Background: an optimization exercise with open tools, aiming at small area, a short achievable clock period and few clock cycles. Do not read the settings as production practice.
RTL that was checked went through simulation tests only; none was proved equivalent to the original.

==> flow/design.v (excerpt) <==
module matmul_top (
	input  logic                clk,
	input  logic                reset_n,
	input  logic                dut_valid,
	output logic                dut_ready,
	output matmul_pkg::mm_addr_t a_rd_addr,
	input  matmul_pkg::mm_data_t a_rd_data,
	output matmul_pkg::mm_addr_t b_rd_addr,
	input  matmul_pkg::mm_data_t b_rd_data,
	output logic                c_wr_en,
	output matmul_pkg::mm_addr_t c_wr_addr,
	output matmul_pkg::mm_data_t c_wr_data
);
Size in the first run: ~260 flip-flops, roughly 150 I/O pins, roughly 0.020 mm^2 of cells after synthesis.
clock: 10.0 ns
lec_check: 0
abc_area: 1
cap_margin: 50
core_margin: 2
core_utilization: 40
cts_cluster_diameter: 60
cts_cluster_size: 16
slew_margin: 70
synth_hierarchical: 1
standard.sh (not shown) runs the stock make flow with config.mk's settings and CLKGATE_MAP_FILE= SYNTH_SCRIPT=/design/flow/synth_recipe.tcl, a recipe that flattens the netlist after the stock synthesis.
==> flow/flow/run.sh <==
#!/bin/bash
set -euo pipefail
bash standard.sh "BUFFER_PORTS_ARGS=-buffer_cell sky130_fd_sc_hd__buf_1" \
	SETUP_SLACK_MARGIN=7 finish > standard.log 2>&1
The starting point went through all stages and came out clean.
Testbench counts at the start, summed over its fixed seeds: cycles 13,659.
Edit:
==> flow/flow/run.sh (replaced) <==
#!/bin/bash
set -euo pipefail
bash standard.sh "BUFFER_PORTS_ARGS=-buffer_cell sky130_fd_sc_hd__buf_1" \
	SETUP_SLACK_MARGIN=6.5 finish > standard.log 2>&1
--- a/flow/config.mk
+++ b/flow/config.mk
@@ -12,2 +12,2 @@
-export CTS_CLUSTER_DIAMETER = 60
-export CTS_CLUSTER_SIZE = 16
+export CTS_CLUSTER_DIAMETER = 110
+export CTS_CLUSTER_SIZE = 30
Design area drops by 11%. Worst setup slack degrades by 0.044 ns. Global-route usage went down by 1.1 points. Hold slack gains 0.0061 ns. Fmax came out lower by 1.3%.
Edit:
--- a/flow/config.mk
+++ b/flow/config.mk
@@ -12,2 +11,0 @@
-export CTS_CLUSTER_DIAMETER = 110
-export CTS_CLUSTER_SIZE = 30
The new run went through all stages and came out clean. First-iteration DRC count fell by 6.1%. Wire length rose by 1.7%. Synthesized cell count stays the same. Die area is unchanged. Sequential share of layout area fell by 0.72 points. Final cell count rose by 1.3%. Global-route usage rose by 0.26 points. Design area rose by 2.9%. Core utilization rose by 1.3 points.


the baseline:
matmul_top, a different RTL version from the one above (not shown whole).
Size: about 2500 cells after synthesis, about 290 flip-flops, about 150 I/O pins.
==> flow/config.mk <==
export PLATFORM = sky130hd
export DESIGN_NAME = matmul_top
export DESIGN_NICKNAME = matmul_top
export VERILOG_FILES = /design/flow/design.v
export SDC_FILE = /design/flow/constraint.sdc
export NUM_CORES = 4
export LEC_CHECK = 0
export ABC_AREA = 1
export CAP_MARGIN = 20
export CORE_MARGIN = 2
export CORE_UTILIZATION = 65
export PLACE_DENSITY = 0.8
export SETUP_SLACK_MARGIN = 5
export SLEW_MARGIN = 20
==> flow/constraint.sdc <==
create_clock -name core_clock -period 10.0 [get_ports {clk}]
set_input_delay 2.0000 -clock core_clock [delete_from_list [all_inputs] [get_ports {clk}]]
set_output_delay 2.0000 -clock core_clock [all_outputs]
set_load 0.01 [all_outputs]
run.sh (not shown) runs the stock make flow with config.mk's settings and CLKGATE_MAP_FILE= SYNTH_SCRIPT=/design/flow/synth_recipe.tcl, a recipe that flattens the netlist after the stock synthesis.
Stock flow here: none of the scripts above is used.
What the candidate does differently from the baseline at the input level:
- PLACE_DENSITY removed (was 0.8)
- CORE_UTILIZATION changed from 65 to 40
Notes after the runs:
On worst endpoint required time: the candidate sits below the baseline.
Changes observed in the candidate relative to the baseline: final worst clock skew shows an increase of 0.010 ns, clock-pin slew of the registers on the worst-case setup and hold paths closely matched the old numbers.
The final reports for the candidate and the baseline show initial antenna violation count higher in the former.
Simple-gate portion of the synthesized area: the candidate vs the baseline identical
The candidate vs the baseline — met3 wire length dropped by more than 10%
On the candidate: total core area is 64% higher than what the baseline gave.
Final wirelength: the candidate higher than the baseline
The detailed-routing wirelength on met1 of the candidate exceeds that of the baseline by about 17%.
Last element of the critical path: u_mac.mid_q[117] -> the candidate, u_mac.c_wr_data[28] -> the baseline
No functional check of the RTL was part of any run of this note.


Setup of job 101:
matmul_top with an RTL version that a note above also has.
Size in the first run: about 260 flip-flops, roughly 150 I/O pins, ~20000 um^2 of cells after synthesis.
export LEC_CHECK = 0
export ABC_AREA = 1
export CAP_MARGIN = 50
export CORE_MARGIN = 2
export CORE_UTILIZATION = 40
export CTS_CLUSTER_DIAMETER = 110
export CTS_CLUSTER_SIZE = 30
export SLEW_MARGIN = 70
export SYNTH_HIERARCHICAL = 1
create_clock -name core_clock -period 10.0 [get_ports {clk}]
standard.sh (not shown) runs the stock make flow with config.mk's settings and CLKGATE_MAP_FILE= SYNTH_SCRIPT=/design/flow/synth_recipe.tcl, a recipe that flattens the netlist after the stock synthesis.
==> flow/flow/run.sh <==
#!/bin/bash
set -euo pipefail
bash standard.sh "BUFFER_PORTS_ARGS=-buffer_cell sky130_fd_sc_hd__buf_1" \
	SETUP_SLACK_MARGIN=6.9 finish > standard.log 2>&1
Every stage of the flow completed for job 101, and the final layout passed the timing, design-rule and antenna checks.
Testbench counts of job 101, summed over its fixed seeds: cycles 13,659.
Setup changes, job 101 to job 102
Settings: removing CTS_CLUSTER_DIAMETER (formerly 110); removing CTS_CLUSTER_SIZE (formerly 30).
==> flow/flow/run.sh <==
#!/bin/bash
set -euo pipefail
bash standard.sh "BUFFER_PORTS_ARGS=-buffer_cell sky130_fd_sc_hd__buf_2" \
	SETUP_SLACK_MARGIN=6.5 finish > standard.log 2>&1
- Vias: job 102 below job 101
- Re instance count along the most critical hold path: no difference whatsoever between job 102 and job 101.
- Between job 102 and job 101, the async set or reset register ratio after synthesis does not differ in any meaningful way.
Input changes introduced in job 103 (baseline for comparison: job 102):
Settings: setting CTS_CLUSTER_SIZE to 26 for the first time; setting CTS_CLUSTER_DIAMETER to 100 for the first time; changing CAP_MARGIN from 50 to 45; changing SLEW_MARGIN from 70 to 65.
==> flow/flow/run.sh <==
#!/bin/bash
set -euo pipefail
bash standard.sh "BUFFER_PORTS_ARGS=-buffer_cell sky130_fd_sc_hd__buf_1" \
	SETUP_SLACK_MARGIN=6.5 finish > standard.log 2>&1
==> comparison <==
Job 103: fmax lower than job 102. Total global-route track usage of job 102 is on par with job 103. Job 103: multi-input logic portion of the cell area 2.4 points above job 102. Looking at hold slack across both flows, job 103 is the stronger of the two, with job 102 trailing. Comparing job 103 and job 102, the lower area growth from synthesis to layout was measured on job 103. Taking job 102 as the reference point, the core utilization of job 103 falls by 1.8 points. Job 103 vs job 102 on global-route wire length before repair: job 103 is the higher one. Relative to job 102, total number of cells along the worst setup path decreased by 4 in job 103. There was hardly any difference in met1 demand-to-capacity share in global routing between job 103 and job 102.
diff inputs: job 103 => job 104
Settings: CTS_CLUSTER_DIAMETER now 90, was 100; SLEW_MARGIN now 40, was 65; CAP_MARGIN now 30, was 45; CTS_CLUSTER_SIZE now 24, was 26.
[summary]
Job 104 completed; timing, DRC and antenna clean
Job 103 has completed all stages; timing, DRC and antenna checks passed.
Comparing job 103 and job 104, the lower buffer count from post-CTS setup fixing was measured on job 103.
The final-layout fill cell count of job 104 falls short of that of job 103 by about 0.8%.
The fraction of area in clock buffers and inverters in job 104 sits 0.73 points above the value recorded for job 103.


Setup of exp/umber:
Starting RTL as in the previous note.
export LEC_CHECK = 0
export ABC_AREA = 1
export CAP_MARGIN = 50
export CORE_MARGIN = 2
export CORE_UTILIZATION = 40
export CTS_CLUSTER_DIAMETER = 90
export CTS_CLUSTER_SIZE = 24
export SLEW_MARGIN = 70
export SYNTH_HIERARCHICAL = 1
create_clock -name core_clock -period 10.0 [get_ports {clk}]
==> flow/flow/run.sh <==
#!/bin/bash
set -euo pipefail
bash standard.sh "BUFFER_PORTS_ARGS=-buffer_cell sky130_fd_sc_hd__buf_2" \
	SETUP_SLACK_MARGIN=6.5 finish > standard.log 2>&1
Testbench counts of exp/umber, summed over its fixed seeds: cycles 13,659.
Modified inputs, exp/juniper compared to exp/umber
- CTS_CLUSTER_SIZE changed from 24 to 16
- CTS_CLUSTER_DIAMETER changed from 90 to 60
Results
Re share of the core filled with cells: exp/juniper is 0.99 points up on exp/umber. Summary — minimum clock period, exp/juniper relative to exp/umber: lower, by 0.050 ns. | fraction of the cycle the final worst path needs | exp/juniper vs exp/umber | 0.50 points lower |. On final area: between exp/juniper and exp/umber, it ends up higher for exp/juniper.
### exp/juniper -> exp/yarrow
- CTS_CLUSTER_SIZE changed from 16 to 24
- GPL_TIMING_DRIVEN newly set to 0
- GPL_ROUTABILITY_DRIVEN newly set to 0
- CTS_CLUSTER_DIAMETER changed from 60 to 90
==> flow/flow/run.sh <==
#!/bin/bash
set -euo pipefail
bash standard.sh "BUFFER_PORTS_ARGS=-buffer_cell sky130_fd_sc_hd__buf_1" \
	SETUP_SLACK_MARGIN=6.5 finish > standard.log 2>&1
## What came out
Changes observed in exp/yarrow relative to exp/juniper: final worst-path cycle share higher, layout overhead on the synthesized area roughly the same, post-route clock skew higher.
The setup slack of exp/yarrow is smaller than that of exp/juniper.
The final worst hold slack of exp/juniper and that of exp/yarrow are within noise of each other.
Input changes introduced in exp/nickel (baseline for comparison: exp/yarrow):
- a deleted GPL_ROUTABILITY_DRIVEN that had been 0
- a deleted GPL_TIMING_DRIVEN that had been 0
==> flow/flow/run.sh <==
#!/bin/bash
set -euo pipefail
bash standard.sh "BUFFER_PORTS_ARGS=-buffer_cell sky130_fd_sc_hd__buf_1" \
	SETUP_SLACK_MARGIN=6.8 finish > standard.log 2>&1
Notes after the runs:
- The run showing the greater worst slack after detailed placement is exp/nickel.
- For exp/nickel, the cell with the biggest individual delay on the critical path was sky130_fd_sc_hd__dfstp_2, unlike exp/yarrow, where it was sky130_fd_sc_hd__fa_1.
- exp/nickel did not stop at any stage, and its layout met the timing, design-rule and antenna checks.
- Compared to exp/yarrow, exp/nickel has post-route worst hold slack 0.0068 ns higher.
- Compared with exp/yarrow, in exp/nickel via count lower, total of cells resized after clock tree synthesis higher.


## main
matmul_top, a different RTL version from the one above (not shown whole).
Size: about 2200 cells after synthesis, ~290 flip-flops, about 150 I/O pins, about 21000 um2 of cells after synthesis.
==> flow/design.v (excerpt) <==
module matmul_top (
	input  logic                clk,
	input  logic                reset_n,
	input  logic                dut_valid,
	output logic                dut_ready,
	output matmul_pkg::mm_addr_t a_rd_addr,
	input  matmul_pkg::mm_data_t a_rd_data,
	output matmul_pkg::mm_addr_t b_rd_addr,
	input  matmul_pkg::mm_data_t b_rd_data,
	output logic                c_wr_en,
	output matmul_pkg::mm_addr_t c_wr_addr,
	output matmul_pkg::mm_data_t c_wr_data
);
clock: 10.0 ns
lec_check: 0
abc_area: 1
cap_margin: 50
core_margin: 2
core_utilization: 40
cts_buf_list: sky130_fd_sc_hd__clkbuf_8
cts_cluster_size: 30
slew_margin: 70
synth_hierarchical: 1
==> flow/flow/run.sh <==
#!/bin/bash
set -euo pipefail
bash standard.sh "BUFFER_PORTS_ARGS=-buffer_cell sky130_fd_sc_hd__buf_2" \
	SETUP_SLACK_MARGIN=6.5 finish > standard.log 2>&1
main closes out successfully: all stages finished, all timing, DRC and antenna checks passed.
Modified inputs, the feature branch compared to main
Settings: removing CTS_BUF_LIST (formerly sky130_fd_sc_hd__clkbuf_8); removing CTS_CLUSTER_SIZE (formerly 30).
- Compared to main, the feature branch shows a narrower setup margin.
- The feature branch against main: area taken by multi-input logic gates saw little to no change; final setup skew now sits lower; first-pass iteration count of the detailed router fell by 2; total negative slack for setup checks ~0 delta.
- From main to the feature branch the numbers moved as follows: area overhead of the layout relative to synthesis has remained practically unchanged; routed wire length has remained practically unchanged.
No functional check of the RTL was part of any run of this note.


RTL: one of the versions met above, not the one the previous note started from.
Size: about 150 I/O pins, ~20000 µm² of cells after synthesis.
==> flow/config.mk <==
export PLATFORM = sky130hd
export DESIGN_NAME = matmul_top
export DESIGN_NICKNAME = matmul_top
export VERILOG_FILES = /design/flow/design.v
export SDC_FILE = /design/flow/constraint.sdc
export NUM_CORES = 4
export LEC_CHECK = 0
export ABC_AREA = 1
export CAP_MARGIN = 50
export CORE_MARGIN = 2
export CORE_UTILIZATION = 40
export CTS_CLUSTER_DIAMETER = 110
export CTS_CLUSTER_SIZE = 30
export SLEW_MARGIN = 70
export SYNTH_HIERARCHICAL = 1
==> flow/constraint.sdc <==
create_clock -name core_clock -period 10.0 [get_ports {clk}]
set_input_delay 2.0000 -clock core_clock [delete_from_list [all_inputs] [get_ports {clk}]]
set_output_delay 2.0000 -clock core_clock [all_outputs]
set_load 0.01 [all_outputs]
==> flow/flow/run.sh <==
#!/bin/bash
set -euo pipefail
bash standard.sh "BUFFER_PORTS_ARGS=-buffer_cell sky130_fd_sc_hd__buf_1" \
	SETUP_SLACK_MARGIN=6.8 finish > standard.log 2>&1
Testbench counts at the start, summed over its fixed seeds: cycles 13,659.
==> next run, changes <==
==> flow/flow/run.sh (replaced) <==
#!/bin/bash
set -euo pipefail
bash standard.sh "BUFFER_PORTS_ARGS=-buffer_cell sky130_fd_sc_hd__buf_1" \
	SETUP_SLACK_MARGIN=6.5 finish > standard.log 2>&1
--- a/flow/config.mk
+++ b/flow/config.mk
@@ -11,4 +11,4 @@
 export CORE_UTILIZATION = 40
-export CTS_CLUSTER_DIAMETER = 110
-export CTS_CLUSTER_SIZE = 30
+export CTS_CLUSTER_DIAMETER = 90
+export CTS_CLUSTER_SIZE = 24
 export SLEW_MARGIN = 70
What happened:
- The new run finished with timing, DRC and antenna clean
- design area shrinks by 0.95%
- synthesized cell count is unchanged
- first-iteration DRC count came out lower by 11%
- wire length decreases by 0.62%
- die area does not change
- critical path depth rises by 11
- area after synthesis does not change
==> next run, changes <==
--- a/flow/config.mk
+++ b/flow/config.mk
@@ -11,4 +11,5 @@
 export CORE_UTILIZATION = 40
-export CTS_CLUSTER_DIAMETER = 90
-export CTS_CLUSTER_SIZE = 24
+export CTS_CLUSTER_DIAMETER = 110
+export CTS_CLUSTER_SIZE = 30
+export PLACE_DENSITY = 0.75
 export SLEW_MARGIN = 70
Outcome:
- The new run ran to the end with no violations
- first-iteration DRC count grows by about 9%
- hold slack hardly moves
- sequential share of layout area came out higher by 0.25 points
- setup slack is worse by 0.059 ns
- cell area went down by 0.95%


run A:
Another version of the RTL of matmul_top (not shown whole).
Size in the first run: roughly 2,200 cells after synthesis, roughly 21,000 µm² of cells after synthesis.
Settings: LEC_CHECK=0, ABC_AREA=1, CAP_MARGIN=20, CORE_MARGIN=2, CORE_UTILIZATION=40, SLEW_MARGIN=20, SYNTH_HIERARCHICAL=1; clock period 10.0 ns.
==> flow/flow/run.sh <==
#!/bin/bash
set -euo pipefail
bash standard.sh "BUFFER_PORTS_ARGS=-buffer_cell sky130_fd_sc_hd__buf_2" \
	SETUP_SLACK_MARGIN=6.5 finish > standard.log 2>&1
No stage failed in run A, and the final checks on the layout all came back clean.
Testbench counts of run A, summed over its fixed seeds: cycles 13,659.
### run A -> run B
# run A
export LEC_CHECK = 0
export ABC_AREA = 1
export CAP_MARGIN = 20
export CORE_MARGIN = 2
export CORE_UTILIZATION = 40
export SLEW_MARGIN = 20
export SYNTH_HIERARCHICAL = 1
create_clock -name core_clock -period 10.0 [get_ports {clk}]
# run B
export LEC_CHECK = 0
export ABC_AREA = 1
export CAP_MARGIN = 20
export CORE_MARGIN = 2
export CORE_UTILIZATION = 40
export SETUP_SLACK_MARGIN = 5
export SLEW_MARGIN = 20
export SYNTH_HIERARCHICAL = 1
create_clock -name core_clock -period 10.0 [get_ports {clk}]
==> flow/run.sh (new file) <==
#!/bin/bash
# synth_recipe.tcl (not shown) runs the flow's synth.tcl, then flattens the netlist and writes it again
# the make line also repeats each setting of config.mk as NAME=value (left out here)
make -C /OpenROAD-flow-scripts/flow DESIGN_CONFIG=/design/flow/config.mk WORK_HOME=/design/flow/orfs CLKGATE_MAP_FILE= SYNTH_SCRIPT=/design/flow/synth_recipe.tcl finish
removed: flow/flow/run.sh
removed: flow/standard.sh
Results
The higher total routed wirelength of run A and run B is in run B. Post-cts resize count, run A and run B: larger value in run A. Comparing run A and run B, the higher final-layout non-clock buffer area share was measured on run B. Run comparison: run B beginning of the critical path u_sequencer.dut_ready; run A beginning of the critical path u_mac.aq[11]. The part of the cycle the worst path needs in run B sits 3.8 points above the value recorded for run A. Taking run A as the reference, in run B number of port buffers has remained practically unchanged; flip-flop and latch share of the layout cell area decreased by 0.58 points relative to the old numbers; final design utilization rose 0.98 points; share of final-layout standard cells stronger than drive strength 1 now sits lower.
Setup changes, run B to run C
# run B
export LEC_CHECK = 0
export ABC_AREA = 1
export CAP_MARGIN = 20
export CORE_MARGIN = 2
export CORE_UTILIZATION = 40
export SETUP_SLACK_MARGIN = 5
export SLEW_MARGIN = 20
export SYNTH_HIERARCHICAL = 1
create_clock -name core_clock -period 10.0 [get_ports {clk}]
# run C
export LEC_CHECK = 0
export ABC_AREA = 1
export CAP_MARGIN = 50
export CORE_MARGIN = 2
export CORE_UTILIZATION = 40
export SLEW_MARGIN = 70
export SYNTH_HIERARCHICAL = 1
create_clock -name core_clock -period 10.0 [get_ports {clk}]
==> flow/flow/run.sh (new file) <==
#!/bin/bash
set -euo pipefail
bash standard.sh "BUFFER_PORTS_ARGS=-buffer_cell sky130_fd_sc_hd__buf_2" \
	SETUP_SLACK_MARGIN=6.5 finish > standard.log 2>&1
==> flow/standard.sh (new file) <==
#!/bin/bash
# synth_recipe.tcl (not shown) runs the flow's synth.tcl, then flattens the netlist and writes it again
# the make line also repeats each setting of config.mk as NAME=value (left out here)
make -C /OpenROAD-flow-scripts/flow DESIGN_CONFIG=/design/flow/config.mk WORK_HOME=/design/flow/orfs CLKGATE_MAP_FILE= SYNTH_SCRIPT=/design/flow/synth_recipe.tcl "${@:-finish}"
removed: flow/run.sh
Results
Run C ended with more portion of the layout cell area used by clock cells than run B.

static timing again, ports no longer ideal:
Ports are ideal in the flow. The routed layouts listed here were re-timed in OpenROAD. Step 1: set_driving_cell puts a clkbuf_16 on clk and a buf_2 on each other input, an assumption about the parent block. Step 2, shift: input delay + t, output delay - t, t = (earliest + latest rising clock arrival at the registers) / 2. This alone moves slack from input paths to output paths. Three values: ideal, step 1, step 2; two values: the first two.
run	t (ns)	setup slack, ns	worst hold slack (ns)	worst register clock-pin slew, ns	pins driven straight from the clock port
the first run of note 1	0.652	6.770 / 6.711 / 6.612	0.344 / 0.344 / 0.344	0.07 / 0.07	1
the second run of note 1	0.567	6.726 / 6.724 / 6.685	0.350 / 0.350 / 0.350	0.12 / 0.12	1
the third run of note 1	0.654	6.696 / 6.679 / 6.622	0.334 / 0.334 / 0.334	0.06 / 0.06	1
the baseline	0.643	5.711 / 5.711 / 5.711	0.346 / 0.346 / 0.346	0.07 / 0.07	1
the candidate	0.625	5.801 / 5.801 / 5.801	0.336 / 0.336 / 0.336	0.07 / 0.07	1
job 101	0.566	6.819 / 6.763 / 6.679	0.350 / 0.349 / 0.349	0.12 / 0.12	1
job 102	0.665	6.696 / 6.692 / 6.642	0.290 / 0.290 / 0.290	0.07 / 0.07	1
job 103	0.586	6.620 / 6.620 / 6.620	0.346 / 0.346 / 0.346	0.11 / 0.11	1
job 104	0.601	6.497 / 6.497 / 6.497	0.342 / 0.342 / 0.342	0.10 / 0.10	1
exp/umber	0.581	6.652 / 6.652 / 6.652	0.342 / 0.342 / 0.342	0.10 / 0.10	1
exp/juniper	0.649	6.702 / 6.686 / 6.656	0.336 / 0.336 / 0.336	0.07 / 0.07	1
exp/yarrow	0.596	6.537 / 6.537 / 6.537	0.336 / 0.336 / 0.336	0.11 / 0.11	1
exp/nickel	0.597	6.807 / 6.751 / 6.653	0.343 / 0.343 / 0.343	0.10 / 0.10	1
main	0.689	6.676 / 6.666 / 6.676	0.329 / 0.329 / 0.329	0.07 / 0.07	1
the feature branch	0.604	6.669 / 6.669 / 6.669	0.329 / 0.329 / 0.329	0.06 / 0.06	1
the first run of note 6	0.569	6.816 / 6.760 / 6.692	0.350 / 0.350 / 0.350	0.12 / 0.12	1
the second run of note 6	0.597	6.705 / 6.705 / 6.656	0.342 / 0.342 / 0.342	0.10 / 0.10	1
the third run of note 6	0.558	6.646 / 6.646 / 6.646	0.341 / 0.341 / 0.341	0.12 / 0.12	1
run A	0.611	6.596 / 6.576 / 6.596	0.340 / 0.340 / 0.340	0.07 / 0.07	1
run B	0.613	6.220 / 6.162 / 6.262	0.329 / 0.329 / 0.329	0.08 / 0.08	1
run C	0.616	6.608 / 6.549 / 6.675	0.340 / 0.340 / 0.340	0.06 / 0.06	1
After both steps every run listed still meets setup and hold. The setup slack of the first run of note 1, which loses most, moves by -0.059 ns with the drivers and by -0.158 ns with both steps.
